Context: an optimization exercise on an open-source flow, tuned for small area, a short achievable clock period and few clock cycles per item. The choices shown serve that exercise and are no tape-out recipe. The RTL was checked by simulation tests, not by an equivalence proof against the original design. Power and IR drop assume default switching activity.

--- flow/config.mk ---
export PLATFORM = sky130hd
export DESIGN_NAME = dmem_wait
export DESIGN_NICKNAME = dmem_wait
export VERILOG_FILES = /design/flow/design.v
export SDC_FILE = /design/flow/constraint.sdc
export NUM_CORES = 4
export LEC_CHECK = 0
export CAP_MARGIN = 20
export CORE_MARGIN = 2
export CORE_UTILIZATION = 65
export CTS_CLUSTER_DIAMETER = 100
export CTS_CLUSTER_SIZE = 22
export SETUP_SLACK_MARGIN = 2.4
export SLEW_MARGIN = 20
export SYNTH_HIERARCHICAL = 1
export SYNTH_MINIMUM_KEEP_SIZE = 0
export TNS_END_PERCENT = 100
--- flow/flow/run.sh ---
#!/bin/bash
# Own flow: the standard layout (standard.sh, with the standard flow's synthesis and the
# settings of config.mk), except that the input and output ports are buffered
# with buf_4 cells instead of the cell buffer_ports picks by default.
set -euo pipefail
export BUFFER_PORTS_ARGS="-buffer_cell sky130_fd_sc_hd__buf_4"
bash standard.sh finish > make_finish.log 2>&1
--- flow/design.v ---
module dmem_wait (
    input  logic        clk,
    input  logic        reset,
    input  logic        req,
    input  logic        we,
    input  logic [1:0]  size,
    input  logic        signed_ld,
    input  logic [31:0] addr,
    input  logic [31:0] wdata,
    output logic [31:0] rdata,
    output logic        ready,
    output logic        err,
    output logic [31:0] io_out
);
    logic [63:0][31:0] r_mem;
    logic [31:0]       r_io_out;
    logic [31:0]       r_cyc;
    logic [31:0]       r_rdata;
    logic              r_ready;
    logic              r_err;
    logic        w_io, w_err, w_err_m, w_byte, w_half, w_word, w_ld, w_st;
    logic [1:0]  a;
    logic [3:0]  w_lane;
    logic [31:0] w_wrep;
    logic [31:0] w_cyc_next;
    always_comb begin
        a      = addr[1:0];
        w_io   = &addr[31:16];
        w_byte = (size == 2'd0);
        w_half = (size == 2'd1);
        w_word = (size == 2'd2);
        w_err_m = (size == 2'd3) | (w_half & a[0]) | (w_word & (a != 2'd0));
        w_err  = w_err_m | (w_io & ~w_word);
        w_ld   = ~we & ~w_err_m;
        w_st   = req & we & ~w_err;
        w_lane[0] = w_word | (w_half & ~a[1]) | (w_byte & (a == 2'd0));
        w_lane[1] = w_word | (w_half & ~a[1]) | (w_byte & (a == 2'd1));
        w_lane[2] = w_word | (w_half &  a[1]) | (w_byte & (a == 2'd2));
        w_lane[3] = w_word | (w_half &  a[1]) | (w_byte & (a == 2'd3));
        w_wrep[7:0]   = wdata[7:0];
        w_wrep[15:8]  = w_byte ? wdata[7:0] : wdata[15:8];
        w_wrep[23:16] = w_word ? wdata[23:16] : wdata[7:0];
        w_wrep[31:24] = w_word ? wdata[31:24] : (w_half ? wdata[15:8] : wdata[7:0]);
        w_cyc_next = r_cyc + 32'd1;
    end
    logic [7:0][3:0]  r_st_hl_n;
    logic [7:0]       r_st_lo_n;
    logic [31:0]      r_st_data;    
    logic [3:0]       w_lane_we;
    logic [63:0][3:0] w_we;
    assign w_lane_we = {4{req & we & ~w_err_m & ~w_io}} & w_lane;
    always_ff @(posedge clk) begin
        for (int h = 0; h < 8; h++) begin
            for (int k = 0; k < 4; k++) r_st_hl_n[h][k] <= ~((addr[7:5] == 3'(h)) & w_lane_we[k]);
        end
        for (int l = 0; l < 8; l++) r_st_lo_n[l] <= ~(addr[4:2] == 3'(l));
        r_st_data <= w_wrep;
    end
    for (genvar i = 0; i < 64; i++) begin : g_we
        for (genvar k = 0; k < 4; k++) begin : g_k
            dmem_wait_nor2 u_n (.a(r_st_hl_n[i/8][k]), .b(r_st_lo_n[i%8]), .y(w_we[i][k]));
        end
    end
    always_ff @(posedge clk) begin
        for (int i = 0; i < 64; i++) begin
            for (int k = 0; k < 4; k++) begin
                if (w_we[i][k]) begin
                    r_mem[i][8*k +: 8] <= r_st_data[8*k +: 8];
                end
            end
        end
    end
    logic [3:0][7:0]  w_lo, w_hi;
    logic [7:0][31:0] w_grp;      
    logic [31:0]      w_rd;
    for (genvar c = 0; c < 4; c++) begin : g_pdec
        dmem_wait_pdec u_plo (.a(addr[4:2]), .y(w_lo[c]));
        dmem_wait_pdec_m u_phi (.a(addr[7:5]), .ahi(addr[31:16]), .y(w_hi[c]));
    end
    for (genvar h = 0; h < 8; h++) begin : g_grp
        for (genvar j = 0; j < 32; j++) begin : g_b
            dmem_wait_ao8 u_g (.sel(w_lo[j/8]),
                               .d({r_mem[8*h+7][j], r_mem[8*h+6][j], r_mem[8*h+5][j], r_mem[8*h+4][j],
                                   r_mem[8*h+3][j], r_mem[8*h+2][j], r_mem[8*h+1][j], r_mem[8*h][j]}),
                               .y(w_grp[h][j]));
        end
    end
    for (genvar j = 0; j < 32; j++) begin : g_rd
        dmem_wait_ao8 u_w (.sel(w_hi[j/8]),
                           .d({w_grp[7][j], w_grp[6][j], w_grp[5][j], w_grp[4][j],
                               w_grp[3][j], w_grp[2][j], w_grp[1][j], w_grp[0][j]}),
                           .y(w_rd[j]));
    end
    logic        w_mld, w_io_o, w_io_c;
    logic [3:0]  w_b;
    logic [1:0]  w_h;
    logic        w_w;
    logic [31:0] w_load;
    always_comb begin
        w_mld  = w_ld;
        w_io_o = ~we & w_word & w_io & (addr[15:0] == 16'h0000);
        w_io_c = ~we & w_word & w_io & (addr[15:0] == 16'h0004);
        w_b[0] = w_mld & (w_word | (w_half & ~a[1]) | (w_byte & (a == 2'd0)));
        w_b[1] = w_mld & w_byte & (a == 2'd1);
        w_b[2] = w_mld & ((w_half & a[1]) | (w_byte & (a == 2'd2)));
        w_b[3] = w_mld & w_byte & (a == 2'd3);
        w_h[0] = w_mld & (w_word | (w_half & ~a[1]));
        w_h[1] = w_mld & w_half & a[1];
        w_w    = w_mld & w_word;
    end
    logic [7:0] w_sbg, w_shg;
    for (genvar h = 0; h < 8; h++) begin : g_sg
        logic [3:0] w_sb;
        logic [1:0] w_sh;
        dmem_wait_sflags u_f (.we(we), .size(size), .a(a), .sext(signed_ld), .sb(w_sb), .sh(w_sh));
        dmem_wait_ao4 u_sb (.a0(w_sb[0]), .b0(w_grp[h][7]),  .a1(w_sb[1]), .b1(w_grp[h][15]),
                            .a2(w_sb[2]), .b2(w_grp[h][23]), .a3(w_sb[3]), .b3(w_grp[h][31]),
                            .y(w_sbg[h]));
        dmem_wait_ao22 u_sh (.a0(w_sh[0]), .b0(w_grp[h][15]), .a1(w_sh[1]), .b1(w_grp[h][31]),
                             .y(w_shg[h]));
    end
    logic [2:0] w_sb_n;
    logic [1:0] w_sh_n;
    for (genvar c = 0; c < 3; c++) begin : g_sbn
        dmem_wait_ao8n u_s (.sel(w_hi[c+1]), .d(w_sbg), .y_n(w_sb_n[c]));
    end
    for (genvar c = 0; c < 2; c++) begin : g_shn
        dmem_wait_ao8n u_s (.sel(w_hi[c+2]), .d(w_shg), .y_n(w_sh_n[c]));
    end
    for (genvar i = 0; i < 8; i++) begin : g_l0
        logic p0, p1, p2;
        dmem_wait_aoi22 u_p0 (.a0(w_b[0]), .b0(w_rd[i]),    .a1(w_b[1]), .b1(w_rd[8+i]),  .y(p0));
        dmem_wait_aoi22 u_p1 (.a0(w_b[2]), .b0(w_rd[16+i]), .a1(w_b[3]), .b1(w_rd[24+i]), .y(p1));
        dmem_wait_aoi22 u_p2 (.a0(w_io_o), .b0(r_io_out[i]), .a1(w_io_c), .b1(w_cyc_next[i]), .y(p2));
        dmem_wait_nand3 u_y (.a(p0), .b(p1), .c(p2), .y(w_load[i]));
    end
    for (genvar i = 8; i < 16; i++) begin : g_l1
        logic p0, p1;
        dmem_wait_aoi22 u_p0 (.a0(w_h[0]), .b0(w_rd[i]), .a1(w_h[1]), .b1(w_rd[16+i]), .y(p0));
        dmem_wait_aoi22 u_p1 (.a0(w_io_o), .b0(r_io_out[i]), .a1(w_io_c), .b1(w_cyc_next[i]), .y(p1));
        dmem_wait_nand3 u_y (.a(p0), .b(p1), .c(w_sb_n[0]), .y(w_load[i]));
    end
    for (genvar i = 16; i < 32; i++) begin : g_l2
        logic p0, p1;
        dmem_wait_aoi22 u_p0 (.a0(w_w), .b0(w_rd[i]), .a1(w_io_o), .b1(r_io_out[i]), .y(p0));
        dmem_wait_nand2 u_p1 (.a(w_io_c), .b(w_cyc_next[i]), .y(p1));
        dmem_wait_nand4 u_y (.a(p0), .b(p1), .c(w_sb_n[i/8-1]), .d(w_sh_n[i/8-2]), .y(w_load[i]));
    end
    always_ff @(posedge clk) begin
        r_rdata <= w_load;
        r_err   <= w_err;
    end
    always_ff @(posedge clk) begin
        if (reset) r_ready <= 1'b0;
        else       r_ready <= req;
    end
    always_ff @(posedge clk) begin
        if (reset) begin
            r_io_out <= '0;
        end else if (w_st & w_io & (addr[15:0] == 16'h0000)) begin
            r_io_out <= wdata;
        end
    end
    always_ff @(posedge clk) begin
        if (reset) r_cyc <= '0;
        else       r_cyc <= w_cyc_next;
    end
    assign rdata  = r_rdata;
    assign ready  = r_ready;
    assign err    = r_err;
    assign io_out = r_io_out;
endmodule
module dmem_wait_pdec (
    input  logic [2:0] a,
    output logic [7:0] y
);
    always_comb begin
        for (int l = 0; l < 8; l++) y[l] = (a == 3'(l));
    end
endmodule
module dmem_wait_pdec_m (
    input  logic [2:0]  a,
    input  logic [15:0] ahi,
    output logic [7:0]  y
);
    always_comb begin
        for (int l = 0; l < 8; l++) y[l] = ~&ahi & (a == 3'(l));
    end
endmodule
module dmem_wait_sflags (
    input  logic       we,
    input  logic [1:0] size,
    input  logic [1:0] a,
    input  logic       sext,
    output logic [3:0] sb,
    output logic [1:0] sh
);
    always_comb begin
        for (int k = 0; k < 4; k++) sb[k] = ~we & sext & (size == 2'd0) & (a == 2'(k));
        sh[0] = ~we & sext & (size == 2'd1) & (a == 2'd0);
        sh[1] = ~we & sext & (size == 2'd1) & (a == 2'd2);
    end
endmodule
module dmem_wait_ao8 (
    input  logic [7:0] sel,
    input  logic [7:0] d,
    output logic       y
);
    logic [3:0] t;
    always_comb begin
        for (int g = 0; g < 4; g++) t[g] = ~((sel[2*g] & d[2*g]) | (sel[2*g+1] & d[2*g+1]));
        y = ~&t;
    end
endmodule
module dmem_wait_ao8n (
    input  logic [7:0] sel,
    input  logic [7:0] d,
    output logic       y_n
);
    logic [3:0] t;
    always_comb begin
        for (int g = 0; g < 4; g++) t[g] = ~((sel[2*g] & d[2*g]) | (sel[2*g+1] & d[2*g+1]));
        y_n = &t;
    end
endmodule
module dmem_wait_ao4 (
    input  logic a0, b0, a1, b1, a2, b2, a3, b3,
    output logic y
);
    logic t0, t1;
    always_comb begin
        t0 = ~((a0 & b0) | (a1 & b1));
        t1 = ~((a2 & b2) | (a3 & b3));
        y  = ~(t0 & t1);
    end
endmodule
module dmem_wait_ao22 (
    input  logic a0, b0, a1, b1,
    output logic y
);
    assign y = (a0 & b0) | (a1 & b1);
endmodule
module dmem_wait_nand2 (
    input  logic a, b,
    output logic y
);
    assign y = ~(a & b);
endmodule
module dmem_wait_nand4 (
    input  logic a, b, c, d,
    output logic y
);
    assign y = ~(a & b & c & d);
endmodule
module dmem_wait_nor2 (
    input  logic a, b,
    output logic y
);
    assign y = ~(a | b);
endmodule
module dmem_wait_aoi22 (
    input  logic a0, b0, a1, b1,
    output logic y
);
    assign y = ~((a0 & b0) | (a1 & b1));
endmodule
module dmem_wait_nand3 (
    input  logic a, b, c,
    output logic y
);
    assign y = ~(a & b & c);
endmodule
--- flow/constraint.sdc ---
create_clock -name core_clock -period 5.0 [get_ports {clk}]
set_input_delay 1.0000 -clock core_clock [delete_from_list [all_inputs] [get_ports {clk}]]
set_output_delay 1.0000 -clock core_clock [all_outputs]
set_load 0.01 [all_outputs]
--- flow/standard.sh ---
#!/bin/bash
# synth_recipe.tcl (not shown) runs the flow's synth.tcl, then flattens the netlist and writes it again
# the make line also repeats each setting of config.mk as NAME=value (left out here)
make -C /OpenROAD-flow-scripts/flow DESIGN_CONFIG=/design/flow/config.mk WORK_HOME=/design/flow/orfs CLKGATE_MAP_FILE= SYNTH_SCRIPT=/design/flow/synth_recipe.tcl "${@:-finish}"
==> flow_summary.toml, run 1 <==
[drt]
drt-total-wl_um = 243000
dr.pass1.iters = 6
drcViolationCount = 0
wire_per_inst_um = 35.0
drt-initial-drc-count = 8152
postRouteAntennaNets = 0
drt-vias-per-instance = 7.34
via_count = 50973

[synth]
async_flop_share = 0
syn_inst = 4665
synth.net_count = 4737
synth-main-ff-cell = "edfxtp_1"
synth_area_um2 = 81600
syn_area_per_cell_um2 = 17.5
ys_warn_count = 13
synth_edf_count = 2048
synth_top_area_frac = 0.754
ys_types = 50
seq_area_frac_synth = 0.795
synth_commonest_cells = "2048 x edfxtp_1, 1188 x a22oi_1, 329 x nand4_1"
synth_most_common_cell = "edfxtp_1"
synth_top_cell_by_area = "edfxtp_1"
synthTopCellsByArea = "edfxtp_1 75%, a22oi_1 11%, dfxtp_1 4.2%"
synth_seq_cells = 2218

[sta]
fin_skew_ps = 29.9
max_slew_margin = 0.213
finalSetupViolCount = 0
period_share = 0.536
fmax_ghz = 0.373
tightest_slew_ps = 1180
fin_tns_setup_ps = 0
rsz0062_at_grt = "true"
drv_slew = 0
hold_viol = 0
final.min_clock_period_ps = 2680

[clock_tree]
clkSinkCount = 2218
cts_buffers = 110
path_clk_slew_ps = 100
cts_buffer_depth = 3
cts_tree = "yes"
clkLatencyLatePin_ps = 770
ctsRootBufferMaster = "clkbuf_16"
htreeDepth = 3

[floorplanning]
core_area_um2 = 124000
dieWidth_um = 358
die_h_um = 358
die_area_um2 = 128000
start_util = 0.657
ioPinCount = 137
fp-row-count = 129

[placement]
numPortBuffers = 136
gp_congestion = 0.896
hpwlAfterDp_um = 142000

[outcome]
outcome = "complete, no violations"

[finish]
final-seq-area_um2 = 65000
final_core_util = 0.746
drive_gt1_frac = 0.176
fill_cells = 7372
multi_input_area_um2 = 17900
area_growth_pct = 13.5
fin_nets = 5288

[setup_path]
critPathKind = "in2reg"
r2r.worst_path.cells = 7
cpMaxStageDelayCell = "a22oi_2"
reg2reg_to = "r_rdata[30]"
worstSetupEndpointType = "register"
worstPathArrival_ps = 3320
rr_startpoint = "r_cyc[0]"
cpMostUsedCell = "nand4_1"
start_kind = "input pin"
cp_cell_sequence = "buf_16, buf_4, nor3_4, buf_4, buf_12, a22oi_1, nand4_1, a22oi_2, nand4_1, buf_6, a22oi_2, nand4_1"
crit_buf_inv = 5
crit_fanout = 12
crit_path_max_incr_delay_ps = 340
r2r_slack_ps = 2610
critical_path_required_ps = 5640
cp_top_family = "buffers and inverters"

[power_and_ir_drop]
switchingPower_mw = 7.27
power_frac_seq = 0.630
p_leak_nw = 28.4
power_frac_comb = 0.069
p_per_area_nw_per_um2 = 353
vdd_drop_max_mv = 0.398
p_int_mw = 25.4
p_clk_frac = 0.301
switching_share = 0.223

[worst_hold_path]
whs_path_depth = 1
min_to = "r_st_data[7]"
hp-start = "wdata[7]"
min_path_type = "in2reg"

[global_routing]
overflow = 0
grt_first_pass_wirelength_um = 337000
grt_max_degree = 68
grt_pass1_vias = 47381
antenna_found_initial = 12
grt_usage = 0.369

[flow_run]
drv_cap = 0
[registers in the layout, summed over array words and instances, names as in the netlist, 8 cells and up]
register / flops
r_mem: 2048
r_cyc: 32
r_io_out: 32
r_rdata: 32
r_st_data: 32
r_st_hl_n: 32
r_st_lo_n: 8
[area by class of cell]
class,instances,area share
Tap cell,1637,0.0221
Multi-Input combinational cell,2427,0.193
Sequential cell,2218,0.702
Clock inverter,5,0.000865
Inverter,11,0.000446
Clock buffer,195,0.0334
Timing Repair Buffer,448,0.0483
Antenna cell,2,0.0000540
[cells in the final DEF (no fill, tap or decap), types with 8 or more instances in the layout]
cell type,n
clkbuf_16,124
inv_1,11
or2_4,8
dfxtp_1,123
nor2b_1,21
nand2b_1,83
nor3b_4,12
nand2_1,86
nand4_1,329
nor3_4,9
and3b_1,10
nand3_1,25
xor2_1,8
nor3_1,16
edfxtp_1,2048
buf_12,34
mux2i_1,32
xnor2_1,12
nor4b_2,10
and3b_4,13
mux2_2,24
nor2_1,304
buf_4,341
buf_8,8
o22ai_1,8
dfxtp_2,41
a21oi_1,15
or3_1,11
and4_1,8
nand4bb_1,8
a22oi_1,1060
buf_6,39
nor4_1,28
a22oi_2,184
clkbuf_1,84
buf_16,9
[cells by family after synthesis]
family / after synthesis / synth area share
DFF: 2218 / 0.795
AOI/OAI and AO/OA: 1289 / 0.121
and+or+nand+nor: 1045 / 0.0716
muxes: 56 / 0.00724
buffers and inverters: 36 / 0.00199
xor gates and xnor gates: 20 / 0.00215
adders and majority gates: 1 / 0.000153
[what timing repair did]
item	4_1_cts	5_1_grt
hold buffers	0	0
endpoints found under the hold margin	0	0
setup buffers	99	42
pin swaps	74	67
setup endpoints to repair	56	58
gates resized for setup	108	155
cloned	24	18
[metrics by stage]
| step | area [µm²] | hold WS [ps] | std cells | power (mW) | setup slack [ps] |
|---|---|---|---|---|---|
| after CTS | 91300 | 416 | 6881 | 32.4 | 2400 |
| after global placement | 86300 | 462 | 6558 | 22.8 | 716 |
| after detailed placement | 86300 | 466 | 6558 | 22.8 | 664 |
| after floorplan | 81800 | 437 | 4665 | 21.8 | 1680 |
| after global routing | 92600 | 438 | 6941 | 33.4 | 2330 |
| final | 92600 | 450 | 6943 | 32.6 | 2320 |
[worst max-delay path by stage]
| stage | start | slack, ps | to | depth (start not counted) |
|---|---|---|---|---|
| floorplan | addr[3] | 1680 | r_rdata[16] | 8 |
| global placement | addr[4] | 720 | r_rdata[5] | 10 |
| detailed placement | addr[4] | 660 | r_rdata[3] | 10 |
| CTS | addr[3] | 2400 | r_rdata[19] | 11 |
| global route | addr[2] | 2330 | r_rdata[15] | 12 |
| finish | addr[2] | 2320 | r_rdata[29] | 12 |
[Yosys stat by module, one instance, submodules excluded, a selection]
module	cell area, µm²	cells inside	times used
dmem_wait	67500	2624	1
dmem_wait_pdec_m	121	14	4
dmem_wait_pdec	65.1	8	4
dmem_wait_ao8	36.3	5	288
dmem_wait_ao4	18.8	3	8
dmem_wait_aoi22	12.5	1	56
dmem_wait_nor2	3.75	1	256
[layer usage]
| layer | GRT usage | share of wire |
|---|---|---|
| met3 | 0.101 | 0.14 |
| met1 | 0.541 | 0.37 |
| met5 | 0 | 0.00049 |
| met2 | 0.539 | 0.45 |
| met4 | 0.138 | 0.041 |
[power by group through the flow]
stage	registers, mW	logic [mW]	clock network, mW
after detailed placement	21.0	1.84	0
after floorplan	21.1	0.688	0
after CTS	20.6	2.05	9.84
after global placement	21.0	1.80	0
after global routing	20.6	2.30	10.5
final	20.6	2.24	9.84
[worst register-to-register path, cell delays in order, from the launching register on]
cell     delay, ps
dfxtp_1        420
ha_1           270
nand4_1        150
nor4_1         740
nand4_1        270
xnor2_1        280
nand2_1         90
nand4_1         90
Testbench counts, summed over its fixed seeds: cycles 24,000, items 12,000.
==> run 2, diff against run 1 <==
--- a/flow/config.mk
+++ b/flow/config.mk
@@ -11,7 +11,7 @@
 export CTS_CLUSTER_DIAMETER = 100
 export CTS_CLUSTER_SIZE = 22
-export SETUP_SLACK_MARGIN = 2.4
+export SETUP_SLACK_MARGIN = 2.7
 export SLEW_MARGIN = 20
 export SYNTH_HIERARCHICAL = 1
 export SYNTH_MINIMUM_KEEP_SIZE = 0
-export TNS_END_PERCENT = 100
+export TNS_END_PERCENT = 30
==> flow_summary.toml, run 2 <==
[outcome]
outcome = "complete, no violations"

[power_and_ir_drop]
vdd_drop_max_mv = 0.366
power_mw = 32.8
p_leak_nw = 29.0
p_per_area_nw_per_um2 = 349

[worst_hold_path]
min_to = "r_st_data[7]"
whs_path_depth = 1
hp-start = "wdata[7]"
min_path_type = "in2reg"

[placement]
place_ws_ps = 542
dpl.cell_count = 6564
numPortBuffers = 136
hpwlAfterDp_um = 145000
gp_congestion = 0.978
postPlaceCellArea_um2 = 86300

[setup_path]
r2r_slack_ps = 2590
reg2reg_to = "r_cyc[31]"
critPathLaunch = "addr[3]"
rr_startpoint = "r_cyc[5]"
critPathKind = "in2reg"
cpMaxStageDelayCell = "nand4_1"
crit_path_max_incr_delay_ps = 310
critical_path_required_ps = 5640
cp_top_family = "simple AND/OR/NAND/NOR gates"
start_kind = "input pin"
crit_buf_inv = 4
r2r.worst_path.cells = 4
worstPathArrival_ps = 3260
worstSetupEndpointType = "register"
crit_fanout = 7
cp_cell_sequence = "buf_16, buf_16, and3b_4, buf_12, buf_4, a22oi_1, nand4_1, a22oi_2, nand4_1, a22oi_2, nand3_1"

[sta]
finalSetupViolCount = 0
final.min_clock_period_ps = 2620
tightest_slew_ps = 1200
max_slew_margin = 0.199
rsz0062_at_grt = "true"
fin_ws_ps = 2380
period_share = 0.524
fin_tns_setup_ps = 0
fmax_ghz = 0.382
drv_slew = 0
fin_skew_ps = 23.1
hold_viol = 0

[finish]
design_area_um2 = 94000
drive_gt1_frac = 0.205
final_cell_mix = "2048 x edfxtp_1, 971 x a22oi_1, 365 x buf_4"
fin_cells = 7016
final_common_cell = "edfxtp_1"
area_growth_pct = 15.2
largest_reg_flops = 2048
max_flop_register = "r_mem"
fin_nets = 5349

[drt]
postRouteAntennaNets = 0
via_count = 51780
drt-vias-per-instance = 7.38
drt-initial-drc-count = 9567
drcViolationCount = 0
wire_per_inst_um = 35.9
dr.pass1.iters = 7
drt-total-wl_um = 252000

[synth]
synth_top_cell_by_area = "edfxtp_1"
syn_area_per_cell_um2 = 17.5
synth_edf_count = 2048
ys_warn_count = 13
synthTopCellsByArea = "edfxtp_1 75%, a22oi_1 11%, dfxtp_1 4.2%"
synth_commonest_cells = "2048 x edfxtp_1, 1188 x a22oi_1, 329 x nand4_1"
synth_seq_cells = 2218
syn_inst = 4665
seq_area_frac_synth = 0.795
async_flop_share = 0
synth.net_count = 4737
synth_most_common_cell = "edfxtp_1"
synth-main-ff-cell = "edfxtp_1"
synth_top_area_frac = 0.754
synth_area_um2 = 81600
ys_types = 50

[global_routing]
grt_first_pass_wirelength_um = 349000
grt_pass1_vias = 48108
grt_usage = 0.387
antenna_found_initial = 14
grt_max_degree = 106
overflow = 0

[floorplanning]
die_h_um = 358
die_area_um2 = 128000
dieWidth_um = 358
fp-row-count = 129
ioPinCount = 137
start_util = 0.657
core_area_um2 = 124000

[clock_tree]
ctsRootBufferMaster = "clkbuf_16"
cts_buffer_depth = 3
clkSinkCount = 2218
path_clk_slew_ps = 100
cts_tree = "yes"
clkLatencyLatePin_ps = 770
htreeDepth = 3
cts_buffers = 110

[flow_run]
drv_cap = 0
run 2: area by class of cell:
cell class,instances,area [µm²]
Sequential cell,2218,65000
Inverter,11,41.3
Tap cell,1637,2050
Clock buffer,196,3100
Timing Repair Buffer,501,5280
Clock inverter,5,80.1
Fill cell,7219,30100
Antenna cell,13,32.5
Multi-Input combinational cell,2435,18400
run 2: kinds of logic (layout without fill, tap and decap cells):
kind of cell,Yosys count,in the layout,share of synthesized area
adders and majority gates,1,1,0.000153
muxes,56,56,0.00724
xor gates and xnor gates,20,20,0.00215
AOI/OAI and AO/OA,1289,1289,0.121
other,0,13,0
buffers and inverters,36,713,0.00199
and+or+nand+nor,1045,1069,0.0716
DFF,2218,2218,0.795
run 2: how the worst max path moves through the flow:
stage / endpoint / slack (ps) / cells past startpoint
2_1_floorplan: r_rdata[16] / 1680 / 8
3_3_place_gp: r_rdata[10] / 620 / 11
3_5_place_dp: r_rdata[16] / 540 / 11
4_1_cts: r_rdata[16] / 2490 / 11
5_1_grt: r_rdata[16] / 2370 / 12
6_report: r_rdata[3] / 2380 / 11
run 2: power by group:
group / total (mW) / internal [mW] / switching (mW)
clock: 9.84 / 4.27 / 5.57
sequential: 20.5 / 20.4 / 0.117
combinational: 2.43 / 0.754 / 1.67
run 2: per-stage QoR:
step	hold slack, ps	utilization
floorplan	437	-
CTS	378	0.749
global route	407	0.757
detailed placement	465	0.695
finish	427	0.757
global placement	459	0.695
run 2: Yosys stat by module, one instance, submodules excluded, excerpt:
module | cell area, µm² | copies in the design | flops+latches
dmem_wait_pdec_m | 121 | 4 | 0
dmem_wait_nor2 | 3.75 | 256 | 0
dmem_wait_nand3 | 5.00 | 16 | 0
dmem_wait_ao4 | 18.8 | 8 | 0
dmem_wait | 67500 | 1 | 2218
dmem_wait_ao22 | 8.76 | 8 | 0
run 2: metal layers:
metal,vias up,share of wire,GRT usage
met5,-,0.00051,0
met3,622,0.15,0.120
met1,25997,0.37,0.559
li1,21126,-,-
met2,4015,0.44,0.561
met4,20,0.044,0.143
run 2: repair_timing:
action | in CTS | in global routing
gates cloned | 46 | 9
hold buffers | 0 | 0
buffers inserted | 154 | 29
pin swaps | 173 | 105
gates resized for setup | 301 | 107
endpoints found under the setup margin | 126 | 100
run 2: worst register-to-register path, delay by kind of cell (launching register included):
family,cells,cell delay (ps)
and+or+nand+nor,3,1460
DFF,1,450
muxes,1,390
==> run 3, diff against run 2 <==
--- a/flow/config.mk
+++ b/flow/config.mk
@@ -15,3 +15,3 @@
 export SYNTH_HIERARCHICAL = 1
 export SYNTH_MINIMUM_KEEP_SIZE = 0
-export TNS_END_PERCENT = 30
+export TNS_END_PERCENT = 10
==> flow_summary.toml, run 3 <==
[flow_run]
drv_cap = 0

[global_routing]
grt_max_degree = 82
grt_first_pass_wirelength_um = 346000
overflow = 0
antenna_found_initial = 15
grt_pass1_vias = 47748
grt_usage = 0.381

[worst_hold_path]
min_path_type = "in2reg"

[synth]
ys_types = 50
ys_warn_count = 13
synth_edf_count = 2048
synthTopCellsByArea = "edfxtp_1 75%, a22oi_1 11%, dfxtp_1 4.2%"
synth_top_area_frac = 0.754
async_flop_share = 0
synth_commonest_cells = "2048 x edfxtp_1, 1188 x a22oi_1, 329 x nand4_1"
synth.net_count = 4737
synth_most_common_cell = "edfxtp_1"
synth-main-ff-cell = "edfxtp_1"
seq_area_frac_synth = 0.795
syn_area_per_cell_um2 = 17.5
synth_top_cell_by_area = "edfxtp_1"
synth_area_um2 = 81600
synth_seq_cells = 2218
syn_inst = 4665

[drt]
drcViolationCount = 0
via_count = 51934
drt-total-wl_um = 248000
wire_per_inst_um = 35.5
postRouteAntennaNets = 0
dr.pass1.iters = 8
drt-vias-per-instance = 7.43
drt-initial-drc-count = 9560

[setup_path]
crit_fanout = 49
r2r.worst_path.cells = 7
critPathKind = "in2reg"
r2r_slack_ps = 2680
crit_end = "r_st_hl_n[24]"
critPathLaunch = "addr[1]"
reg2reg_to = "r_rdata[30]"
worstPathArrival_ps = 3300
critical_path_required_ps = 5640
rr_startpoint = "r_cyc[0]"
worstSetupEndpointType = "register"
start_kind = "input pin"

[floorplanning]
start_util = 0.657
core_area_um2 = 124000
die_area_um2 = 128000
die_h_um = 358
ioPinCount = 137
fp-row-count = 129
dieWidth_um = 358

[power_and_ir_drop]
p_leak_nw = 28.8
vdd_drop_max_mv = 0.305
power_frac_seq = 0.627
p_clk_frac = 0.302
switchingPower_mw = 7.35
p_int_mw = 25.5
power_frac_comb = 0.071
switching_share = 0.224
p_per_area_nw_per_um2 = 350
power_mw = 32.8

[finish]
largest_reg_flops = 2048
final-seq-area_um2 = 65000
final_core_util = 0.754
fin_nets = 5328
final_common_cell = "edfxtp_1"
drive_gt1_frac = 0.195
fill_cells = 7276
area_growth_pct = 14.8
max_flop_register = "r_mem"
final_cell_mix = "2048 x edfxtp_1, 1004 x a22oi_1, 347 x buf_4"
multi_input_area_um2 = 18300

[clock_tree]
clkLatencyLatePin_ps = 780
clkSinkCount = 2218
hold_buffers = 0
path_clk_slew_ps = 90
cts_tree = "yes"
ctsRootBufferMaster = "clkbuf_16"
cts_buffers = 110
htreeDepth = 3
cts_buffer_depth = 3

[placement]
gp_congestion = 0.940
numPortBuffers = 136
hpwlAfterDp_um = 144000

[sta]
hold_viol = 0
rsz0062_at_grt = "true"
period_share = 0.531
fin_tns_setup_ps = 0
fmax_ghz = 0.376
tightest_slew_ps = 1150
fin_skew_ps = 40.7
finalSetupViolCount = 0
max_slew_margin = 0.231
drv_slew = 0
final.min_clock_period_ps = 2660

[outcome]
outcome = "complete, no violations"
-- run 3: repair_timing --
item,in CTS,in global routing
setup endpoints to repair,136,141
gates cloned,38,7
buffers inserted,145,28
pin swaps,129,88
gates resized for setup,274,120
-- run 3: worst min path at each step --
stage	from	to	slack (ps)	depth (start not counted)
2_1_floorplan	r_cyc[0]	r_cyc[0]	440	1
5_1_grt	wdata[7]	r_st_data[7]	450	1
6_report	wdata[18]	r_st_data[18]	460	2
3_3_place_gp	r_cyc[0]	r_cyc[0]	460	1
3_5_place_dp	r_cyc[0]	r_cyc[0]	470	1
4_1_cts	wdata[7]	r_st_data[7]	420	1
-- run 3: worst max-delay path: stages --
cell     delay (ps)
buf_4           250
or3_1           420
a21o_1          290
nor3_2          900
buf_4           290
nand2_1         100
-- run 3: area by class of cell --
cell class / count / share of cell area
Antenna cell: 2 / 0.0000535
Clock buffer: 200 / 0.0332
Clock inverter: 7 / 0.00124
Inverter: 11 / 0.000441
Multi-Input combinational cell: 2433 / 0.195
Sequential cell: 2218 / 0.694
Tap cell: 1637 / 0.0219
Timing Repair Buffer: 482 / 0.0542
-- run 3: metal layers --
metal  GRT usage  vias to the layer above  wire length [µm]  share of wire
li1            -                    21062                 -              -
met1       0.564                    26082             91100           0.37
met2       0.557                     4148            109000           0.44
met3       0.110                      618             38300           0.15
met4       0.118                       24              9590          0.039
met5           0                        -               223        0.00090
-- run 3: cell families (layout without fill, tap and decap cells) --
logic type,count (synthesis),after routing,share of synthesized area
other,0,2,0
DFF,2218,2218,0.795
adders and majority gates,1,1,0.000153
buffers and inverters,36,700,0.00199
AOI/OAI and AO/OA,1289,1289,0.121
and+or+nand+nor,1045,1067,0.0716
muxes,56,56,0.00724
xor gates and xnor gates,20,20,0.00215
-- run 3: power groups by stage --
stage / logic [mW] / clock network, mW / registers (mW)
after floorplan: 0.688 / 0 / 21.1
after global placement: 1.82 / 0 / 21.0
after detailed placement: 1.85 / 0 / 21.0
after CTS: 2.17 / 9.91 / 20.6
after global routing: 2.38 / 10.5 / 20.6
final: 2.33 / 9.90 / 20.6
-- run 3: per-stage QoR --
| step | hold WS [ps] | instance area [µm²] | worst slack, ps | std cells |
|---|---|---|---|---|
| final | 461 | 93600 | 2340 | 6990 |
| after global routing | 447 | 93600 | 2380 | 6988 |
| after CTS | 421 | 92700 | 2460 | 6953 |
| after detailed placement | 465 | 86300 | 612 | 6563 |
| after global placement | 465 | 86300 | 634 | 6563 |
| after floorplan | 437 | 81800 | 1680 | 4665 |
-- run 3: Yosys stat by module, one instance, submodules excluded --
module | cells inside | flip-flops and latches | copies in the design | cell area, µm²
dmem_wait_nand3 | 1 | 0 | 16 | 5.00
dmem_wait_ao22 | 1 | 0 | 8 | 8.76
dmem_wait_pdec_m | 14 | 0 | 4 | 121
dmem_wait_ao8 | 5 | 0 | 288 | 36.3
dmem_wait_nand4 | 1 | 0 | 16 | 6.26
dmem_wait_sflags | 12 | 0 | 8 | 71.3
dmem_wait_ao8n | 5 | 0 | 5 | 38.8
dmem_wait | 2624 | 2218 | 1 | 67500
dmem_wait_aoi22 | 1 | 0 | 56 | 12.5
dmem_wait_pdec | 8 | 0 | 4 | 65.1
dmem_wait_ao4 | 3 | 0 | 8 | 18.8
dmem_wait_nand2 | 1 | 0 | 16 | 3.75
dmem_wait_nor2 | 1 | 0 | 256 | 3.75
==> run 4, diff against run 3 <==
--- a/flow/design.v
+++ b/flow/design.v
@@ -87,8 +87,10 @@
     end
     for (genvar j = 0; j < 32; j++) begin : g_rd
-        dmem_wait_ao8 u_w (.sel(w_hi[j/8]),
-                           .d({w_grp[7][j], w_grp[6][j], w_grp[5][j], w_grp[4][j],
-                               w_grp[3][j], w_grp[2][j], w_grp[1][j], w_grp[0][j]}),
-                           .y(w_rd[j]));
+        logic [3:0] t;
+        for (genvar g = 0; g < 4; g++) begin : g_t
+            dmem_wait_aoi22 u_t (.a0(w_hi[j/8][2*g]),   .b0(w_grp[2*g][j]),
+                                 .a1(w_hi[j/8][2*g+1]), .b1(w_grp[2*g+1][j]), .y(t[g]));
+        end
+        dmem_wait_nand4 u_w (.a(t[0]), .b(t[1]), .c(t[2]), .d(t[3]), .y(w_rd[j]));
     end
     logic        w_mld, w_io_o, w_io_c;
--- a/flow/config.mk
+++ b/flow/config.mk
@@ -11,7 +11,7 @@
 export CTS_CLUSTER_DIAMETER = 100
 export CTS_CLUSTER_SIZE = 22
-export SETUP_SLACK_MARGIN = 2.7
+export SETUP_SLACK_MARGIN = 2.6
 export SLEW_MARGIN = 20
 export SYNTH_HIERARCHICAL = 1
 export SYNTH_MINIMUM_KEEP_SIZE = 0
-export TNS_END_PERCENT = 10
+export TNS_END_PERCENT = 100
==> flow_summary.toml, run 4 <==
[outcome]
outcome = "complete, no violations"

[global_routing]
antenna_found_initial = 14
overflow = 0
grt_max_degree = 106
grt_usage = 0.384
grt_first_pass_wirelength_um = 354000
grt_pass1_vias = 48676

[sta]
max_slew_margin = 0.177
fin_skew_ps = 24.1
tightest_slew_ps = 1230
period_share = 0.538
rsz0062_at_grt = "true"
drv_slew = 0
fmax_ghz = 0.372
final.min_clock_period_ps = 2690
fin_tns_setup_ps = 0
finalSetupViolCount = 0
hold_viol = 0

[finish]
fill_cells = 7344
drive_gt1_frac = 0.228
final_cell_mix = "2048 x edfxtp_1, 882 x a22oi_1, 362 x a22oi_2"
largest_reg_flops = 2048
max_flop_register = "r_mem"
area_growth_pct = 15.7
final_core_util = 0.758
fin_nets = 5357
final_common_cell = "edfxtp_1"

[floorplanning]
die_h_um = 360
dieWidth_um = 360
start_util = 0.655
core_area_um2 = 126000
fp-row-count = 130
ioPinCount = 137
die_area_um2 = 129000

[power_and_ir_drop]
p_per_area_nw_per_um2 = 346
p_leak_nw = 29.2
vdd_drop_max_mv = 0.387

[synth]
synth.mux.area_fraction = 0.00718
synth_commonest_cells = "2048 x edfxtp_1, 1060 x a22oi_1, 329 x nand4_1"
yosys.area_share.adder = 0.000152
syn_area_per_cell_um2 = 17.6
synth_seq_cells = 2218
synth_top_cell_by_area = "edfxtp_1"
synth_top_area_frac = 0.748
synth_area_um2 = 82200
seq_area_frac_synth = 0.789
synth_top_family_by_area = "compound AO/OA/AOI/OAI gates"
yosys.area_share.simple = 0.0711
synth.net_count = 4737
synth-main-ff-cell = "edfxtp_1"
syn_inst = 4665
ys_warn_count = 13
synthTopCellsByArea = "edfxtp_1 75%, a22oi_1 9.7%, dfxtp_1 4.1%"
synth_compound_area_frac = 0.128
synth_edf_count = 2048
ys_types = 50
synth_most_common_cell = "edfxtp_1"
synth_xor_area_frac = 0.00213
async_flop_share = 0

[flow_run]
drv_cap = 0

[placement]
numPortBuffers = 136
hpwlAfterDp_um = 140000
gp_congestion = 0.925

[setup_path]
crit_fanout = 8
worstPathArrival_ps = 3320
r2r_slack_ps = 2730
worstSetupEndpointType = "register"
r2r.worst_path.cells = 6
rr_startpoint = "r_cyc[5]"
start_kind = "input pin"
reg2reg_to = "r_rdata[31]"
critPathKind = "in2reg"
critical_path_required_ps = 5640

[worst_hold_path]
whs_path_depth = 1
min_to = "r_st_data[0]"
min_path_type = "in2reg"
hp-start = "wdata[0]"

[drt]
drcViolationCount = 0
via_count = 51947
wire_per_inst_um = 35.8
drt-initial-drc-count = 10172
drt-vias-per-instance = 7.38
drt-total-wl_um = 252000
dr.pass1.iters = 6
postRouteAntennaNets = 0

[clock_tree]
clkLatencyLatePin_ps = 760
hold_buffers = 0
cts_tree = "yes"
ctsRootBufferMaster = "clkbuf_16"
path_clk_slew_ps = 90
htreeDepth = 3
cts_buffers = 110
clkSinkCount = 2218
cts_buffer_depth = 3
==> run 4: changes by cell type in the layout (fill, tap and decap cells not counted), moves of 5 or more <==
cell	change
buf_16	+19
buf_6	+26
buf_4	-9
bufbuf_16	+8
a22oi_2	+122
a22oi_1	-122
and3b_4	-6
dfxtp_4	+12
nor4b_2	+7
dfxtp_1	-25
diode_2	+5
dfxtp_2	+13
==> run 4: per-layer routing <==
layer  part of all wire  vias to the layer above  track usage
li1                   -                    21141            -
met1               0.37                    26221        0.573
met2               0.44                     3992        0.545
met3               0.15                      579        0.103
met4              0.044                       14        0.154
met5            0.00037                        -            0
==> run 4: worst max path at each step <==
stage,slack [ps],end,depth (start not counted),start
final,2310,r_rdata[3],13,addr[3]
after CTS,2440,r_rdata[19],14,addr[3]
after floorplan,1630,r_rdata[16],8,addr[3]
after global routing,2290,r_rdata[21],14,addr[3]
after detailed placement,710,r_rdata[19],9,addr[4]
after global placement,680,r_rdata[22],9,addr[4]
==> run 4: layout make-up <==
cell class                 count  area [µm²]  area share
multi-input combinational   2431       18900       0.199
antenna                        7        17.5    0.000184
clock buffer                 203        3170      0.0333
inverter                      11        41.3    0.000434
tap                         1650        2060      0.0217
timing repair buffer         513        5840      0.0614
clock inverter                 4        71.3    0.000750
sequential                  2218       65000       0.684
==> run 4: critical path: stages <==
cell and delay (ps):
buf_16 150, buf_12 150, nor3b_4 150, buf_12 160, buf_12 160, buf_4 140, a22oi_2 180, nand4_1 230
a22oi_2 330, nand4_1 190, buf_6 180, a22oi_2 170, nand3_1 100
==> run 4: stage by stage <==
step / std cells / instance area, µm² / setup WS (ps) / hold WS (ps) / power [mW]
after floorplan: 4665 / 82500 / 1630 / 437 / 21.8
after global placement: 6573 / 87000 / 678 / 463 / 22.9
after detailed placement: 6576 / 87100 / 707 / 479 / 22.9
after CTS: 7021 / 94800 / 2440 / 436 / 32.8
after global routing: 7031 / 95100 / 2290 / 460 / 33.6
final: 7037 / 95100 / 2310 / 481 / 32.9
==> run 4: cell families (layout without fill, tap and decap cells) <==
kind of cell | after synthesis | count (layout)
AO/OA/AOI/OAI | 1289 | 1289
XOR/XNOR | 20 | 20
multiplexers | 56 | 56
other | 0 | 7
AND/OR/NAND/NOR | 1045 | 1065
buffers and inverters | 36 | 731
adder cells (fa/ha/maj) | 1 | 1
flip-flops | 2218 | 2218
==> run 4: modules after synthesis, one instance, submodules excluded, excerpt <==
module	flops+latches	copies in the design	cell area (µm²)
dmem_wait_ao22	0	8	8.76
dmem_wait_ao8n	0	5	38.8
dmem_wait_nor2	0	256	3.75
dmem_wait_nand3	0	16	5.00
dmem_wait_pdec	0	4	65.1
dmem_wait_ao8	0	256	36.3
==> run 4: where the power goes <==
group	leakage (nW)	switching (mW)	total, mW	internal (mW)
Combinational	7.77	1.68	2.49	0.811
Clock	1.53	5.56	9.91	4.34
Sequential	19.9	0.114	20.5	20.4
Total	29.2	7.36	32.9	25.6
==> run 4: repair_timing <==
action / 4_1_cts / 5_1_grt
buffers inserted: 175 / 8
cloned: 63 / 1
pin swaps: 244 / 83
gates resized for setup: 378 / 43
setup endpoints to repair: 96 / 42
Testbench counts of run 4, summed over its fixed seeds: cycles 24,000, items 12,000.
==> run 5, diff against run 4 <==
--- a/flow/config.mk
+++ b/flow/config.mk
@@ -11,5 +11,5 @@
 export CTS_CLUSTER_DIAMETER = 100
 export CTS_CLUSTER_SIZE = 22
-export SETUP_SLACK_MARGIN = 2.6
+export SETUP_SLACK_MARGIN = 2.2
 export SLEW_MARGIN = 20
 export SYNTH_HIERARCHICAL = 1
==> flow_summary.toml, run 5 <==
[floorplanning]
core_area_um2 = 126000
start_util = 0.655
fp-row-count = 130
ioPinCount = 137
dieWidth_um = 360
die_h_um = 360
die_area_um2 = 129000

[power_and_ir_drop]
p_leak_nw = 27.9
p_per_area_nw_per_um2 = 355
vdd_drop_max_mv = 0.395

[synth]
synth_most_common_cell = "edfxtp_1"
synth_commonest_cells = "2048 x edfxtp_1, 1060 x a22oi_1, 329 x nand4_1"
async_flop_share = 0
synth_area_um2 = 82200
seq_area_frac_synth = 0.789
synth.net_count = 4737
synth_edf_count = 2048
synthTopCellsByArea = "edfxtp_1 75%, a22oi_1 9.7%, dfxtp_1 4.1%"
syn_inst = 4665
syn_area_per_cell_um2 = 17.6
synth_top_cell_by_area = "edfxtp_1"
synth-main-ff-cell = "edfxtp_1"
ys_types = 50
ys_warn_count = 13
synth_top_area_frac = 0.748
synth_seq_cells = 2218

[drt]
drt-vias-per-instance = 7.21
drcViolationCount = 0
drt-total-wl_um = 232000
postRouteAntennaNets = 0
via_count = 49693
drt-initial-drc-count = 8245
dr.pass1.iters = 10
wire_per_inst_um = 33.6

[setup_path]
crit_fanout = 30
cpMostUsedCell = "nand4_1"
critPathKind = "in2reg"
critical_path_required_ps = 5620
worstPathArrival_ps = 3460
worstSetupEndpointType = "register"
cp_cell_sequence = "buf_12, and3b_4, buf_12, buf_4, a22oi_1, nand4_1, a22oi_2, nand4_1, a22oi_2, nand4_1"
start_kind = "input pin"
crit_path_max_incr_delay_ps = 330
cpMaxStageDelayCell = "nand4_1"

[finish]
drive_gt1_frac = 0.166
final_cell_mix = "2048 x edfxtp_1, 1050 x a22oi_1, 341 x buf_4"
fin_nets = 5217
largest_reg_flops = 2048
fill_cells = 7742
area_growth_pct = 11.3
final_common_cell = "edfxtp_1"
max_flop_register = "r_mem"

[sta]
rsz0062_at_grt = "true"
fmax_ghz = 0.353
fin_tns_setup_ps = 0
max_slew_margin = 0.216
finalSetupViolCount = 0
hold_slack_ps = 467
final.min_clock_period_ps = 2830
drv_slew = 0
period_share = 0.567
fin_skew_ps = 34.1
hold_viol = 0
tightest_slew_ps = 1170

[placement]
numPortBuffers = 136
gp_congestion = 0.915
hpwlAfterDp_um = 141000

[clock_tree]
path_clk_slew_ps = 100
ctsRootBufferMaster = "clkbuf_16"
cts_tree = "yes"
clkLatencyLatePin_ps = 760
cts_buffer_depth = 3
cts_buffers = 110
htreeDepth = 3
hold_buffers = 0
clkSinkCount = 2218

[worst_hold_path]
min_path_type = "in2reg"

[global_routing]
antenna_found_initial = 10
grt_pass1_vias = 46286
grt_max_degree = 106
grt_usage = 0.351
overflow = 0
grt_first_pass_wirelength_um = 328000

[outcome]
outcome = "complete, no violations"

[flow_run]
drv_cap = 0
run 5: cells by family after synthesis:
kind of cell,after synthesis,synth area share
buf+inv,36,0.00198
mux,56,0.00718
simple gates,1045,0.0711
fa+ha+maj,1,0.000152
xor+xnor,20,0.00213
compound gates,1289,0.128
flops,2218,0.789
run 5: power by group:
| group | switching, mW | leakage [nW] | internal, mW |
|---|---|---|---|
| clock | 5.54 | 1.52 | 4.31 |
| combinational | 1.56 | 6.46 | 0.613 |
| sequential | 0.0906 | 19.9 | 20.4 |
run 5: final timing paths:
path | startpoint | to | slack, ps | cells past startpoint
setup / recovery | addr[4] | r_rdata[22] | 2170 | 10
hold / removal | wdata[1] | r_st_data[1] | 470 | 1
setup reg to reg | r_cyc[5] | r_cyc[31] | 2510 | 4
hold reg to reg | r_cyc[0] | r_cyc[0] | 500 | 1
run 5: layout make-up:
type,instances,area (µm²),share of cell area
well taps,1650,2060,0.0226
multi-input cells,2419,17900,0.195
clock inverters,4,78.8,0.000861
inverters,11,41.3,0.000451
diodes,5,12.5,0.000137
repair buffers,385,3400,0.0372
flip-flops and latches,2218,65000,0.710
clock buffers,200,3130,0.0342
run 5: per-module statistics from Yosys (local to each module, per instance), excerpt:
module	copies in the design	flip-flops and latches	cells inside
dmem_wait_pdec	4	0	8
dmem_wait_ao8	256	0	5
dmem_wait_nor2	256	0	1
dmem_wait_nand4	48	0	1
dmem_wait_pdec_m	4	0	14
dmem_wait_nand2	16	0	1
dmem_wait_sflags	8	0	12
dmem_wait_ao22	8	0	1
dmem_wait_aoi22	184	0	1
dmem_wait	1	2218	2624
run 5: what timing repair did:
action / CTS / global route
setup endpoints to repair: 32 / 32
pin swaps: 41 / 15
cloned: 5 / 5
gates resized for setup: 29 / 22
setup buffers: 57 / 33
run 5: critical path, delay by kind of cell:
family | cells | cell delay (ps)
AO/OA/AOI/OAI | 3 | 810
buffers and inverters | 3 | 580
AND/OR/NAND/NOR | 4 | 990
run 5: layer usage:
metal,GRT usage,up-vias,part of all wire
li1,-,20798,-
met2,0.518,3227,0.45
met3,0.0782,349,0.13
met1,0.535,25305,0.40
met5,0,-,0.00040
met4,0.102,14,0.029
run 5: stage by stage:
stage	total power, mW	util	area [µm²]	worst slack [ps]	cells
5_1_grt	33.3	0.729	91500	2190	6887
6_report	32.5	0.729	91500	2170	6892
2_1_floorplan	21.8	-	82500	1630	4665
4_1_cts	32.5	0.725	91000	2210	6849
3_5_place_dp	22.9	0.694	87200	703	6583
3_3_place_gp	22.9	0.694	87200	743	6583
==> run 6, diff against run 5 <==
--- a/flow/config.mk
+++ b/flow/config.mk
@@ -11,5 +11,6 @@
 export CTS_CLUSTER_DIAMETER = 100
 export CTS_CLUSTER_SIZE = 22
-export SETUP_SLACK_MARGIN = 2.2
+export GPL_ROUTABILITY_DRIVEN = 0
+export SETUP_SLACK_MARGIN = 2.4
 export SLEW_MARGIN = 20
 export SYNTH_HIERARCHICAL = 1
==> flow_summary.toml, run 6 <==
[floorplanning]
dieWidth_um = 360
core_area_um2 = 126000
die_area_um2 = 129000
ioPinCount = 137
die_h_um = 360
fp-row-count = 130
start_util = 0.655

[sta]
final.min_clock_period_ps = 2680
fin_tns_setup_ps = 0
period_share = 0.537
hold_viol = 0
finalSetupViolCount = 0
tightest_slew_ps = 1160
fin_skew_ps = 39.4
rsz0062_at_grt = "true"
drv_slew = 0
max_slew_margin = 0.222
fmax_ghz = 0.373

[setup_path]
reg2reg_to = "r_cyc[31]"
crit_fanout = 18
critPathKind = "in2reg"
rr_startpoint = "r_cyc[5]"
r2r_slack_ps = 2670
r2r.worst_path.cells = 4
critical_path_required_ps = 5620
worstPathArrival_ps = 3300
worstSetupEndpointType = "register"
start_kind = "input pin"

[power_and_ir_drop]
p_int_mw = 25.4
switching_share = 0.222
p_leak_nw = 28.4
power_frac_seq = 0.629
p_clk_frac = 0.301
power_frac_comb = 0.070
p_per_area_nw_per_um2 = 352
switchingPower_mw = 7.25
vdd_drop_max_mv = 0.362

[clock_tree]
hold_buffers = 0
path_clk_slew_ps = 90
cts_buffer_depth = 3
clkSinkCount = 2218
clkLatencyLatePin_ps = 780
cts_buffers = 110
ctsRootBufferMaster = "clkbuf_16"
htreeDepth = 3
cts_tree = "yes"

[worst_hold_path]
min_path_type = "in2reg"
whs_path_depth = 1
min_to = "r_st_data[1]"
hp-start = "wdata[1]"

[global_routing]
grt_max_degree = 106
grt_first_pass_wirelength_um = 334000
grt_usage = 0.359
busiest_layer = "met1"
antenna_found_initial = 14
met3_usage = 0.0812
gr-usage-met2 = 0.529
grt_pass1_vias = 46748
overflow = 0
met1_usage = 0.544

[drt]
drt-total-wl_um = 240000
via_count = 50749
drt-initial-drc-count = 8831
dr.pass1.iters = 6
postRouteAntennaNets = 0
drt-vias-per-instance = 7.30
drcViolationCount = 0
wire_per_inst_um = 34.4

[finish]
final_cell_mix = "2048 x edfxtp_1, 969 x a22oi_1, 359 x buf_4"
area_growth_pct = 12.9
fin_cells = 6955
max_flop_register = "r_mem"
largest_reg_flops = 2048
multi_input_area_um2 = 18400
fin_nets = 5280
final-seq-area_um2 = 65000
drive_gt1_frac = 0.194
fill_cells = 7640
final_common_cell = "edfxtp_1"

[synth]
ys_warn_count = 13
synth_top_area_frac = 0.748
synth_seq_cells = 2218
synth_commonest_cells = "2048 x edfxtp_1, 1060 x a22oi_1, 329 x nand4_1"
syn_inst = 4665
synth_edf_count = 2048
async_flop_share = 0
synth_most_common_cell = "edfxtp_1"
synthTopCellsByArea = "edfxtp_1 75%, a22oi_1 9.7%, dfxtp_1 4.1%"
synth_top_cell_by_area = "edfxtp_1"
syn_area_per_cell_um2 = 17.6
synth-main-ff-cell = "edfxtp_1"
synth.net_count = 4737
seq_area_frac_synth = 0.789
synth_area_um2 = 82200
ys_types = 50

[placement]
numPortBuffers = 136
hpwlAfterDp_um = 143000
dpl.cell_count = 6586

[flow_run]
drv_cap = 0

[outcome]
outcome = "complete, no violations"
## run 6: per-stage QoR
| step | setup slack [ps] | util | cell area [µm²] | power (mW) | hold WS [ps] |
|---|---|---|---|---|---|
| final | 2320 | 0.739 | 92800 | 32.7 | 457 |
| after global placement | 749 | 0.694 | 87200 | 22.9 | 470 |
| after CTS | 2380 | 0.731 | 91800 | 32.6 | 412 |
| after global routing | 2340 | 0.739 | 92800 | 33.4 | 432 |
| after floorplan | 1630 | - | 82500 | 21.8 | 437 |
| after detailed placement | 652 | 0.694 | 87200 | 22.9 | 472 |
## run 6: layout make-up
| cell class | instances | area share |
|---|---|---|
| inverters | 11 | 0.000445 |
| well taps | 1650 | 0.0222 |
| clock inverters | 5 | 0.000782 |
| clock buffers | 199 | 0.0337 |
| repair buffers | 443 | 0.0449 |
| diodes | 5 | 0.000135 |
| flip-flops and latches | 2218 | 0.700 |
| multi-input cells | 2424 | 0.198 |
## run 6: power by group through the flow
stage | Combinational, mW | Sequential (mW) | Clock, mW
after CTS | 2.14 | 20.5 | 9.89
after detailed placement | 1.97 | 21.0 | 0
final | 2.28 | 20.5 | 9.85
after global routing | 2.34 | 20.5 | 10.5
after global placement | 1.93 | 21.0 | 0
after floorplan | 0.760 | 21.1 | 0
## run 6: timing repair
action                                  4_1_cts  5_1_grt
cloned                                       13       13
setup buffers                               104       29
gates resized for setup                      59      121
pin swaps                                    74       67
endpoints found under the setup margin       59       60
## run 6: cell families (layout without fill, tap and decap cells)
| kind of cell | after synthesis | count (layout) | synth area share |
|---|---|---|---|
| other cells | 0 | 5 | 0 |
| flops | 2218 | 2218 | 0.789 |
| fa+ha+maj | 1 | 1 | 0.000152 |
| buf+inv | 36 | 658 | 0.00198 |
| compound gates | 1289 | 1289 | 0.128 |
| mux | 56 | 56 | 0.00718 |
| simple gates | 1045 | 1058 | 0.0711 |
| xor+xnor | 20 | 20 | 0.00213 |
## run 6: layer usage
layer | routed length (µm) | share of wire
met1 | 92300 | 0.39
met2 | 107000 | 0.45
met3 | 31900 | 0.13
met4 | 8550 | 0.036
met5 | 58 | 0.00024
## run 6: per-module statistics from Yosys (local to each module, per instance)
module	copies in the design	cells inside	flops+latches
dmem_wait_ao4	8	3	0
dmem_wait_aoi22	184	1	0
dmem_wait_nor2	256	1	0
dmem_wait_sflags	8	12	0
dmem_wait_ao8	256	5	0
dmem_wait_pdec_m	4	14	0
dmem_wait	1	2624	2218
dmem_wait_nand3	16	1	0
dmem_wait_nand4	48	1	0
dmem_wait_nand2	16	1	0
dmem_wait_ao8n	5	5	0
dmem_wait_ao22	8	1	0
dmem_wait_pdec	4	8	0
## run 6: worst max path at each step
stage                     startpoint     endpoint  slack (ps)
after global placement       addr[4]   r_rdata[7]         750
after floorplan              addr[3]  r_rdata[16]        1630
after detailed placement     addr[4]   r_rdata[3]         650
after global routing         addr[2]  r_rdata[11]        2340
after CTS                    addr[3]  r_rdata[19]        2380
final                        addr[2]  r_rdata[16]        2320
## run 6: worst max-delay path, stage by stage
cell and delay [ps]:
buf_16 170, nor3b_4 190, buf_12 140, buf_12 140, buf_6 160, a22oi_2 160
nand4_1 230, a22oi_2 410, nand4_1 300, a22oi_2 260, nand4_1 110
==> run 7, diff against run 6 <==
--- a/flow/config.mk
+++ b/flow/config.mk
@@ -8,8 +8,7 @@
 export CAP_MARGIN = 20
 export CORE_MARGIN = 2
-export CORE_UTILIZATION = 65
+export CORE_UTILIZATION = 58
 export CTS_CLUSTER_DIAMETER = 100
 export CTS_CLUSTER_SIZE = 22
-export GPL_ROUTABILITY_DRIVEN = 0
 export SETUP_SLACK_MARGIN = 2.4
 export SLEW_MARGIN = 20
==> flow_summary.toml, run 7 <==
[clock_tree]
cts_tree = "yes"
path_clk_slew_ps = 90
cts_buffers = 111
hold_buffers = 0
clkSinkCount = 2218
cts_buffer_depth = 3
clkLatencyLatePin_ps = 780
htreeDepth = 3
ctsRootBufferMaster = "clkbuf_16"

[power_and_ir_drop]
power_mw = 32.9
vdd_drop_max_mv = 0.385
p_per_area_nw_per_um2 = 352
p_leak_nw = 28.7

[setup_path]
worstPathArrival_ps = 3310
crit_path_max_incr_delay_ps = 350
critPathKind = "in2reg"
critical_path_required_ps = 5640
r2r_slack_ps = 2550
cpMaxStageDelayCell = "and4_4"
reg2reg_to = "r_rdata[30]"
start_kind = "input pin"
cp_cell_sequence = "bufbuf_16, nor3b_4, buf_12, a22oi_2, nand4_1, buf_4, a22oi_1, nand2_2, a22oi_2, and4_4, nand3_1"
crit_fanout = 64
cpMostUsedCell = "a22oi_2"
r2r.worst_path.cells = 7
worstSetupEndpointType = "register"
rr_startpoint = "r_cyc[0]"

[floorplanning]
die_h_um = 381
die_area_um2 = 145000
fp-row-count = 138
start_util = 0.583
ioPinCount = 137
core_area_um2 = 141000
dieWidth_um = 381

[placement]
numPortBuffers = 136
hpwlAfterDp_um = 151000
gp_congestion = 0.928

[finish]
fin_nets = 5322
final_common_cell = "edfxtp_1"
final_core_util = 0.663
max_flop_register = "r_mem"
final_cell_mix = "2048 x edfxtp_1, 983 x a22oi_1, 392 x buf_4"
largest_reg_flops = 2048
area_growth_pct = 13.8
drive_gt1_frac = 0.199

[global_routing]
grt_first_pass_wirelength_um = 353000
antenna_found_initial = 22
grt_usage = 0.342
grt_pass1_vias = 46966
overflow = 0
grt_max_degree = 106

[sta]
drv_slew = 0
fmax_ghz = 0.375
final.min_clock_period_ps = 2670
max_slew_margin = 0.242
finalSetupViolCount = 0
tightest_slew_ps = 1140
hold_viol = 0
rsz0062_at_grt = "true"
period_share = 0.534
fin_skew_ps = 30.3
fin_tns_setup_ps = 0
hold_slack_ps = 419

[drt]
via_count = 50501
drt-initial-drc-count = 7680
wire_per_inst_um = 35.0
drcViolationCount = 0
drt-total-wl_um = 253000
drt-vias-per-instance = 6.98
postRouteAntennaNets = 0
dr.pass1.iters = 6

[synth]
synth-main-ff-cell = "edfxtp_1"
synth.net_count = 4737
ys_warn_count = 13
synth_edf_count = 2048
synth_most_common_cell = "edfxtp_1"
synth_seq_cells = 2218
syn_area_per_cell_um2 = 17.6
synth_commonest_cells = "2048 x edfxtp_1, 1060 x a22oi_1, 329 x nand4_1"
seq_area_frac_synth = 0.789
synth_top_cell_by_area = "edfxtp_1"
synth_area_um2 = 82200
ys_types = 50
synthTopCellsByArea = "edfxtp_1 75%, a22oi_1 9.7%, dfxtp_1 4.1%"
synth_top_area_frac = 0.748
syn_inst = 4665
async_flop_share = 0

[worst_hold_path]
min_path_type = "in2reg"
whs_path_depth = 1
hp-start = "wdata[7]"
min_to = "r_st_data[7]"

[outcome]
outcome = "complete, no violations"

[flow_run]
drv_cap = 0
==> run 7: cell counts after synthesis <==
Identical to the previous run, type by type.
==> run 7: routing by layer <==
metal / vias to the layer above / track usage / share of wire
met5: - / 0 / 0.00040
met4: 16 / 0.105 / 0.034
met3: 422 / 0.0786 / 0.11
met2: 2938 / 0.496 / 0.44
met1: 26085 / 0.520 / 0.41
li1: 21040 / - / -
==> run 7: worst max-delay path: cells and delay by family <==
family	cells	cell delay, ps
and+or+nand+nor	5	770
AOI/OAI and AO/OA	3	690
buffers and inverters	3	720
==> run 7: repair_timing <==
action | in CTS | in global routing
hold endpoints to repair | 0 | 0
pin swaps | 68 | 72
gates resized for setup | 84 | 113
cloned | 23 | 5
setup buffers | 112 | 49
endpoints found under the setup margin | 58 | 36
==> run 7: area by class of cell <==
| type | count | area [µm²] |
|---|---|---|
| clock buffers | 201 | 3140 |
| multi-input cells | 2425 | 18300 |
| well taps | 1890 | 2360 |
| flip-flops and latches | 2218 | 65000 |
| clock inverters | 8 | 111 |
| repair buffers | 483 | 4670 |
| diodes | 3 | 7.51 |
| fillers | 9776 | 47500 |
| inverters | 11 | 41.3 |
==> run 7: worst max-delay path by stage <==
stage / slack (ps) / start / depth (start not counted) / end
after floorplan: 1630 / addr[3] / 8 / r_rdata[16]
after global placement: 580 / addr[3] / 10 / r_rdata[27]
after detailed placement: 550 / addr[2] / 9 / r_rdata[27]
after CTS: 2400 / addr[3] / 13 / r_rdata[20]
after global routing: 2350 / addr[3] / 10 / r_rdata[8]
final: 2330 / addr[3] / 11 / r_rdata[13]
==> run 7: power by group <==
| part | leakage, nW | switching [mW] | total (mW) | internal, mW |
|---|---|---|---|---|
| logic | 7.22 | 1.66 | 2.37 | 0.704 |
| clock network | 1.54 | 5.71 | 10.0 | 4.30 |
| registers | 19.9 | 0.0974 | 20.5 | 20.4 |
==> run 7: kinds of logic (layout without fill, tap and decap cells) <==
group,Yosys count,after routing,synth area share
buffers and inverters,36,703,0.00198
adder cells (fa/ha/maj),1,1,0.000152
other,0,3,0
multiplexers,56,56,0.00718
XOR/XNOR,20,20,0.00213
AO/OA/AOI/OAI,1289,1289,0.128
flip-flops,2218,2218,0.789
AND/OR/NAND/NOR,1045,1059,0.0711
==> run 7: Yosys stat by module, one instance, submodules excluded, a selection <==
module,cells inside,flops+latches,copies in the design,area [µm²]
dmem_wait_ao8,5,0,256,36.3
dmem_wait_nand3,1,0,16,5.00
dmem_wait_ao8n,5,0,5,38.8
dmem_wait_nor2,1,0,256,3.75
dmem_wait_pdec,8,0,4,65.1
dmem_wait_sflags,12,0,8,71.3
dmem_wait_nand4,1,0,48,6.26
dmem_wait_pdec_m,14,0,4,121
dmem_wait,2624,2218,1,67500
dmem_wait_ao4,3,0,8,18.8
dmem_wait_aoi22,1,0,184,12.5
dmem_wait_ao22,1,0,8,8.76
==> run 7: per-stage QoR <==
stage                     instances  cell area (µm²)  worst slack, ps
after global routing           7236            93600             2350
after floorplan                4665            82500             1630
after global placement         6838            87600              585
after detailed placement       6838            87600              550
final                          7239            93600             2330
after CTS                      7182            92500             2400
==> run 8, diff against run 7 <==
--- a/flow/config.mk
+++ b/flow/config.mk
@@ -8,5 +8,5 @@
 export CAP_MARGIN = 20
 export CORE_MARGIN = 2
-export CORE_UTILIZATION = 58
+export CORE_UTILIZATION = 72
 export CTS_CLUSTER_DIAMETER = 100
 export CTS_CLUSTER_SIZE = 22
==> flow_summary.toml, run 8 <==
[outcome]
outcome = "complete, no violations"

[synth]
synth_commonest_cells = "2048 x edfxtp_1, 1060 x a22oi_1, 329 x nand4_1"
async_flop_share = 0
synth.net_count = 4737
synthTopCellsByArea = "edfxtp_1 75%, a22oi_1 9.7%, dfxtp_1 4.1%"
synth_area_um2 = 82200
synth_seq_cells = 2218
syn_inst = 4665
synth_top_cell_by_area = "edfxtp_1"
syn_area_per_cell_um2 = 17.6
ys_types = 50
synth_top_area_frac = 0.748
synth_most_common_cell = "edfxtp_1"
synth_edf_count = 2048
synth-main-ff-cell = "edfxtp_1"
ys_warn_count = 13
seq_area_frac_synth = 0.789

[sta]
fmax_ghz = 0.358
rsz0062_at_grt = "true"
final.min_clock_period_ps = 2790
drv_slew = 0
fin_tns_setup_ps = 0
hold_viol = 0
fin_skew_ps = 23.8
finalSetupViolCount = 0
max_slew_margin = 0.154
period_share = 0.559
tightest_slew_ps = 1260

[finish]
fill_cells = 5680
area_growth_pct = 12.4
final_common_cell = "edfxtp_1"
fin_nets = 5295
largest_reg_flops = 2048
final_cell_mix = "2048 x edfxtp_1, 1010 x a22oi_1, 383 x buf_4"
drive_gt1_frac = 0.187
max_flop_register = "r_mem"

[floorplanning]
die_area_um2 = 117000
die_h_um = 342
core_area_um2 = 113000
start_util = 0.728
dieWidth_um = 342
ioPinCount = 137
fp-row-count = 123

[clock_tree]
cts_tree = "yes"
clkLatencyLatePin_ps = 750
clkSinkCount = 2218
hold_buffers = 0
htreeDepth = 3
cts_buffer_depth = 3
path_clk_slew_ps = 90
ctsRootBufferMaster = "clkbuf_16"
cts_buffers = 110

[setup_path]
worstSetupEndpointType = "register"
crit_fanout = 25
cpMostUsedCell = "nand4_1"
cp_cell_sequence = "buf_16, nor3b_2, a22oi_1, nand4_1, a22oi_2, nand4_1, buf_4, a22oi_2, nand4_1"
crit_buf_inv = 2
worstPathArrival_ps = 3480
start_kind = "input pin"
crit_path_max_incr_delay_ps = 1040
cp_top_family = "simple AND/OR/NAND/NOR gates"
critical_path_required_ps = 5690
critPathKind = "in2reg"
cpMaxStageDelayCell = "nor3b_2"

[drt]
drt-initial-drc-count = 9123
postRouteAntennaNets = 0
wire_per_inst_um = 35.8
drt-vias-per-instance = 7.64
dr.pass1.iters = 8
drt-total-wl_um = 244000
drcViolationCount = 0
via_count = 52071

[power_and_ir_drop]
p_leak_nw = 28.4
p_per_area_nw_per_um2 = 353
power_mw = 32.6
vdd_drop_max_mv = 0.438

[global_routing]
grt_pass1_vias = 48796
antenna_found_initial = 13
grt_max_degree = 75
grt_usage = 0.412
grt_first_pass_wirelength_um = 342000
overflow = 0

[placement]
numPortBuffers = 136
hpwlAfterDp_um = 144000
gp_congestion = 0.960

[worst_hold_path]
min_path_type = "reg2reg"

[flow_run]
drv_cap = 0
[run 8: kinds of logic (layout without fill, tap and decap cells)]
group | Yosys count | in the layout | share of synthesized area
compound gates | 1289 | 1289 | 0.128
xor+xnor | 20 | 20 | 0.00213
fa+ha+maj | 1 | 1 | 0.000152
buf+inv | 36 | 665 | 0.00198
flops | 2218 | 2218 | 0.789
mux | 56 | 56 | 0.00718
other cells | 0 | 6 | 0
simple gates | 1045 | 1063 | 0.0711
[run 8: cell type report]
cell class,instances,area (µm²),area share
flip-flops and latches,2218,65000,0.703
multi-input cells,2429,18100,0.196
repair buffers,453,4160,0.0450
clock buffers,196,3100,0.0335
well taps,1500,1880,0.0203
clock inverters,5,80.1,0.000867
inverters,11,41.3,0.000447
diodes,6,15.0,0.000162
[run 8: path summary, 6_finish.rpt]
kind / start / endpoint / slack, ps / depth (start not counted)
max: addr[3] / r_rdata[25] / 2210 / 9
min: r_cyc[0] / r_cyc[0] / 490 / 1
max reg2reg: r_cyc[5] / r_cyc[31] / 2560 / 4
min reg2reg: r_cyc[0] / r_cyc[0] / 490 / 1
[run 8: timing repair]
action,in CTS,in global routing
setup endpoints to repair,58,50
gates cloned,23,10
gates resized for setup,74,81
pin swaps,75,52
buffers inserted,120,23
[run 8: metal layers]
| layer | GRT usage | share of wire |
|---|---|---|
| met5 | 0.00940 | 0.0014 |
| met4 | 0.170 | 0.051 |
| met1 | 0.575 | 0.34 |
| met2 | 0.608 | 0.44 |
| met3 | 0.138 | 0.16 |
[run 8: modules after synthesis (local to each module, per instance), a selection]
| module | times used | cells |
|---|---|---|
| dmem_wait | 1 | 2624 |
| dmem_wait_ao22 | 8 | 1 |
| dmem_wait_ao4 | 8 | 3 |
| dmem_wait_ao8n | 5 | 5 |
| dmem_wait_aoi22 | 184 | 1 |
| dmem_wait_nand2 | 16 | 1 |
| dmem_wait_nand3 | 16 | 1 |
| dmem_wait_nor2 | 256 | 1 |
| dmem_wait_pdec | 4 | 8 |
| dmem_wait_pdec_m | 4 | 14 |
| dmem_wait_sflags | 8 | 12 |
[run 8: where the power goes]
part	switching [mW]	leakage (nW)	internal, mW
Clock	5.50	1.51	4.27
Combinational	1.48	6.98	0.670
Sequential	0.236	19.9	20.4
Total	7.22	28.4	25.4
[run 8: through the flow]
stage               hold WS [ps]  utilization  cell area, µm²  instances  worst slack (ps)
floorplan                    437            -           82500       4665              1630
global placement             456        0.769           86800       6434               736
detailed placement           465        0.769           86900       6434               653
CTS                          457        0.811           91700       6778              2400
global route                 473        0.818           92400       6813              2320
finish                       491        0.818           92400       6818              2210
